What follows belongs to an exercise in optimizing a design on an open flow for small area and a short achievable clock period; a production flow would make more cautious choices. Function was checked by simulation only, so behaviour that the tests miss may differ from the original. No activity file was given, so power comes from the tool's default toggle rates.

==> flow/design.v <==
module ifu_dec3 (
  input  logic [2:0] a,
  input  logic       en,
  output logic [7:0] y
);
  always_comb
    for (int i = 0; i < 8; i++) y[i] = en && (a == i);
endmodule
module ifu_thr3 (
  input  logic [2:0] a,
  output logic [6:0] y
);
  always_comb
    for (int i = 1; i < 8; i++) y[i-1] = (a >= i);
endmodule
module ifu_sel4 (
  input  logic [3:0] s,
  input  logic [3:0] a,
  output logic       y
);
  assign y = |(s & a);
endmodule
module ifu_selgrp (
  input  logic       jmp,
  input  logic       pcsrc,
  input  logic       start,
  input  logic       nrun,
  input  logic [7:0] jh, bh, sh, jl, bl, sl,
  output logic [7:0] hsel, lsel
);
  logic cj, cb, cs;
  assign cj = jmp;
  assign cb = !jmp && pcsrc;
  assign cs = !jmp && !pcsrc;
  ifu_sel4 u_hs0 (.s({cj, cb, cs, start}), .a({jh[0], bh[0], sh[0], nrun}), .y(hsel[0]));
  ifu_sel4 u_ls0 (.s({cj, cb, cs, 1'b1}), .a({jl[0], bl[0], sl[0], nrun}), .y(lsel[0]));
  for (genvar i = 1; i < 8; i++) begin : g_sel
    ifu_sel4 u_hs (.s({cj, cb, cs, 1'b0}), .a({jh[i], bh[i], sh[i], 1'b0}), .y(hsel[i]));
    ifu_sel4 u_ls (.s({cj, cb, cs, 1'b0}), .a({jl[i], bl[i], sl[i], 1'b0}), .y(lsel[i]));
  end
endmodule
module ifu_grp8 (
  input  logic [7:0] m,
  input  logic [7:0] s,
  output logic       y
);
  assign y = |(m & s);
endmodule
module ifu_rdout (
  input  logic [7:0] g,
  input  logic [7:0] h,
  output logic       y
);
  assign y = |(g & h);
endmodule
module instr_fetch_unit #(
  parameter int Instruction_Width = 32,
  parameter int Mem_Depth         = 64,
  parameter int Addr_Width        = $clog2(Mem_Depth)
) (
  input  logic                         CLK,
  input  logic                         RST,
  input  logic                         Start,
  input  logic                         Load_En,
  input  logic [Addr_Width-1:0]        Load_Addr,
  input  logic [Instruction_Width-1:0] Load_Data,
  input  logic                         JMP,
  input  logic                         PCSrc,
  output logic [Instruction_Width-1:0] Instruction,
  output logic [Instruction_Width-1:0] PC,
  output logic [Instruction_Width-1:0] PC_Plus4,
  output logic                         Running,
  output logic                         Halted,
  output logic [Instruction_Width-1:0] Instr_Count
);
  localparam int W = Instruction_Width;
  logic [W-1:0] mem [Mem_Depth];
  logic run_q, rr_q, rp_q, halt_q, idle_q;
  logic [3:0] ri_q;
  logic [W-1:2] pc, pcp4;
  logic [W-1:0] cnt;
  logic [W-1:0] ir;
  logic [16:0] bs, bs4;
  logic [6:0]  p7, p7i;
  assign p7  = pcp4[8:2];
  assign p7i = p7 + 7'd1;
  assign bs  = {10'd0, p7} + {ir[15], ir[15:0]};
  assign bs4 = {9'd0, p7i} + {ir[15], ir[15:0]};
  logic [W-1:2] jt, bt, jt4, bt4, pc8;
  assign jt  = {pcp4[W-1:W-4], ir[25:0]};
  assign jt4 = {pcp4[W-1:W-4], ir[25:0]} + 30'd1;
  assign bt  = {{(W-19){bs[16]}}, bs};
  assign bt4 = {{(W-19){bs4[16]}}, bs4};
  assign pc8 = {{(W-9){1'b0}}, p7i};
  logic j_halt, b_in, c6, s_oor, halt_cond;
  assign j_halt = (|ir[25:6]) || (ir[5:0] == pc[7:2]);
  assign b_in   = ((&ir[15:6]) || !(|ir[15:6])) && (p7[6] ? ir[6] : !(ir[6] ^ c6));
  assign s_oor  = p7[6];
  assign halt_cond = JMP ? j_halt : (PCSrc ? !b_in : s_oor);
  logic [7:0] jh, jl, sh, sl, bh0, bh1, bl;
  logic [6:0] thr, thh;
  logic       bc, bc7, bc8;
  ifu_dec3 u_djh (.a(ir[5:3]),   .en(rr_q), .y(jh));
  ifu_dec3 u_djl (.a(ir[2:0]),   .en(rr_q), .y(jl));
  ifu_dec3 u_dsh (.a(pcp4[7:5]), .en(rr_q), .y(sh));
  ifu_dec3 u_dsl (.a(pcp4[4:2]), .en(rr_q), .y(sl));
  ifu_thr3 u_tlo (.a(ir[2:0]),   .y(thr));
  ifu_thr3 u_thi (.a(ir[5:3]),   .y(thh));
  for (genvar i = 0; i < 8; i++) begin : g_rot
    logic [7:0] rl, rh;
    for (genvar j = 0; j < 8; j++) begin : g_j
      assign rl[j] = jl[(i - j) & 7];
      assign rh[j] = jh[(i - j) & 7];
    end
    ifu_grp8 u_bl (.m(sl), .s(rl), .y(bl[i]));
    ifu_grp8 u_bh (.m(sh), .s(rh), .y(bh0[i]));
    assign bh1[i] = bh0[(i + 7) & 7];
  end
  ifu_grp8 u_bc  (.m(sl), .s({thr[0], thr[1], thr[2], thr[3], thr[4], thr[5], thr[6], 1'b0}), .y(bc));
  ifu_grp8 u_bc8 (.m(sh), .s({thh[0], thh[1], thh[2], thh[3], thh[4], thh[5], thh[6], 1'b0}), .y(bc8));
  ifu_grp8 u_bc7 (.m(sh), .s({1'b1, thh[0], thh[1], thh[2], thh[3], thh[4], thh[5], thh[6]}), .y(bc7));
  assign c6 = bc8 | (bc & bc7);
  logic bypass;
  assign bypass = idle_q && Load_En && (Load_Addr == '0);
  logic [7:0] bh;
  logic [7:0] hsel_s [4];
  logic [7:0] lsel_s [4];
  assign bh = bc ? bh1 : bh0;
  for (genvar q = 0; q < 4; q++) begin : g_slice
    ifu_selgrp u_sel (
      .jmp(JMP), .pcsrc(PCSrc), .start(Start), .nrun(!rr_q),
      .jh(jh), .bh(bh), .sh(sh), .jl(jl), .bl(bl), .sl(sl),
      .hsel(hsel_s[q]), .lsel(lsel_s[q])
    );
  end
  logic [W-1:0] ir_d, m0;
  assign m0 = bypass ? Load_Data : mem[0];
  for (genvar k = 0; k < W; k++) begin : g_rd
    logic [7:0] grp;
    for (genvar h = 0; h < 8; h++) begin : g_grp
      logic w0;
      if (h == 0) begin : g_w0
        assign w0 = m0[k];
      end else begin : g_wn
        assign w0 = mem[8*h][k];
      end
      ifu_grp8 u_grp (
        .m({mem[8*h+7][k], mem[8*h+6][k], mem[8*h+5][k], mem[8*h+4][k],
            mem[8*h+3][k], mem[8*h+2][k], mem[8*h+1][k], w0}),
        .s(lsel_s[k/8]),
        .y(grp[h])
      );
    end
    ifu_rdout u_out (.g(grp), .h(hsel_s[k/8]), .y(ir_d[k]));
  end
  always_ff @(posedge CLK) begin
    if (RST) begin
      run_q  <= 1'b0;
      ri_q   <= '0;
      rr_q   <= 1'b0;
      rp_q   <= 1'b0;
      halt_q <= 1'b0;
      idle_q <= 1'b1;
      pc     <= '0;
      pcp4   <= 30'd1;
      cnt    <= '0;
    end else begin
      run_q  <= run_q ? !halt_cond : Start;
      for (int q = 0; q < 4; q++) ri_q[q] <= ri_q[q] ? !halt_cond : Start;
      rr_q   <= rr_q ? !halt_cond : Start;
      rp_q   <= rp_q ? !halt_cond : Start;
      halt_q <= rp_q ? halt_cond : (halt_q && !Start);
      idle_q <= idle_q && !Start;
      if (rp_q) begin
        if (cnt != '1) cnt <= cnt + 32'd1;
        pc   <= JMP ? jt  : PCSrc ? bt  : pcp4;
        pcp4 <= JMP ? jt4 : PCSrc ? bt4 : pc8;
      end else if (Start) begin
        cnt  <= '0;
        pc   <= '0;
        pcp4 <= 30'd1;
      end
    end
  end
  always_ff @(posedge CLK) ir <= ir_d;
  logic       wen;
  logic [7:0] wh, wl;
  assign wen = !RST && Load_En && idle_q;
  always_comb
    for (int i = 0; i < 8; i++) begin
      wh[i] = (Load_Addr[5:3] == i);
      wl[i] = (Load_Addr[2:0] == i) && wen;
    end
  always_ff @(posedge CLK) begin
    for (int w = 0; w < Mem_Depth; w++)
      if (wh[w/8] && wl[w%8]) mem[w] <= Load_Data;
  end
  for (genvar q = 0; q < 4; q++) begin : g_ins
    assign Instruction[8*q +: 8] = ir[8*q +: 8] & {8{ri_q[q]}};
  end
  assign PC          = {pc, 2'b00};
  assign PC_Plus4    = {pcp4, 2'b00};
  assign Running     = run_q;
  assign Halted      = halt_q;
  assign Instr_Count = cnt;
endmodule
make LEC_CHECK=0 CAP_MARGIN=20 CORE_MARGIN=2 CORE_UTILIZATION=60 CTS_CLUSTER_DIAMETER=60 CTS_CLUSTER_SIZE=20 PLACE_DENSITY_LB_ADDON=0.2 SETUP_SLACK_MARGIN=3.8 SLEW_MARGIN=20 SYNTH_HIERARCHICAL=1 TNS_END_PERCENT=0 finish   # period 6.5 ns
run.sh (not shown) runs the stock make flow with config.mk's settings and CLKGATE_MAP_FILE= SYNTH_SCRIPT=/design/flow/synth_recipe.tcl, a recipe that flattens the netlist after the stock synthesis.
Change:
--- a/flow/design.v
+++ b/flow/design.v
@@ -77,5 +77,4 @@
   logic [W-1:0] mem [Mem_Depth];
   logic run_q, rr_q, rp_q, halt_q, idle_q;
-  logic [3:0] ri_q;
   logic [W-1:2] pc, pcp4;
   logic [W-1:0] cnt;
@@ -157,5 +156,4 @@
     if (RST) begin
       run_q  <= 1'b0;
-      ri_q   <= '0;
       rr_q   <= 1'b0;
       rp_q   <= 1'b0;
@@ -167,5 +165,4 @@
     end else begin
       run_q  <= run_q ? !halt_cond : Start;
-      for (int q = 0; q < 4; q++) ri_q[q] <= ri_q[q] ? !halt_cond : Start;
       rr_q   <= rr_q ? !halt_cond : Start;
       rp_q   <= rp_q ? !halt_cond : Start;
@@ -196,7 +193,5 @@
       if (wh[w/8] && wl[w%8]) mem[w] <= Load_Data;
   end
-  for (genvar q = 0; q < 4; q++) begin : g_ins
-    assign Instruction[8*q +: 8] = ir[8*q +: 8] & {8{ri_q[q]}};
-  end
+  assign Instruction = ir & {W{run_q}};
   assign PC          = {pc, 2'b00};
   assign PC_Plus4    = {pcp4, 2'b00};
Via count drops by 1.8%.
Count of clock-buffer cells in the layout falls by 12.
Wire length came out lower by 4.9%.
Final cell count is lower by 1.4%.
Cell area goes down by 1.6%.
Total power decreases by 0.56%.
Utilization is lower by 1.1 points.
Clock power hardly moves.
Setup slack gets better by 0.062 ns.
Global-route usage goes down by 1.6 points.
Register-to-register slack gains 0.06 ns.
Sequential power is about the same.
Clock skew came out higher by 0.0074 ns.

[static timing again, ports no longer ideal]
Ports are ideal in the flow. The routed layouts listed here were re-timed in OpenROAD. Step 1 sets driving cells, clkbuf_16 on the clock port and buf_2 on the other inputs (assumed; they add their load-dependent delay and slew). Step 2 moves the port delays by t, midway between the first and last clock arrival at a register: inputs arrive t later, outputs are due t later. That takes back most of the time a late clock gives input paths. a / b / c = ideal / step 1 / step 2; a / b = the first two.
| run | t (ns) | setup WS [ns] | worst setup path at the end | clock arrival spread, ns | pins driven straight from the clock port |
|---|---|---|---|---|---|
| the first run | 0.891 | 3.188 / 3.188 / 2.308 | input to register | 0.039 / 0.038 | 1 |
| the second run | 0.899 | 3.250 / 3.250 / 2.432 | input to register | 0.059 / 0.059 | 1 |
After both steps setup and hold are still met in every run listed. For the first run, which loses most, drivers alone change the setup slack by 0.000 ns; drivers and shift together by -0.880 ns.
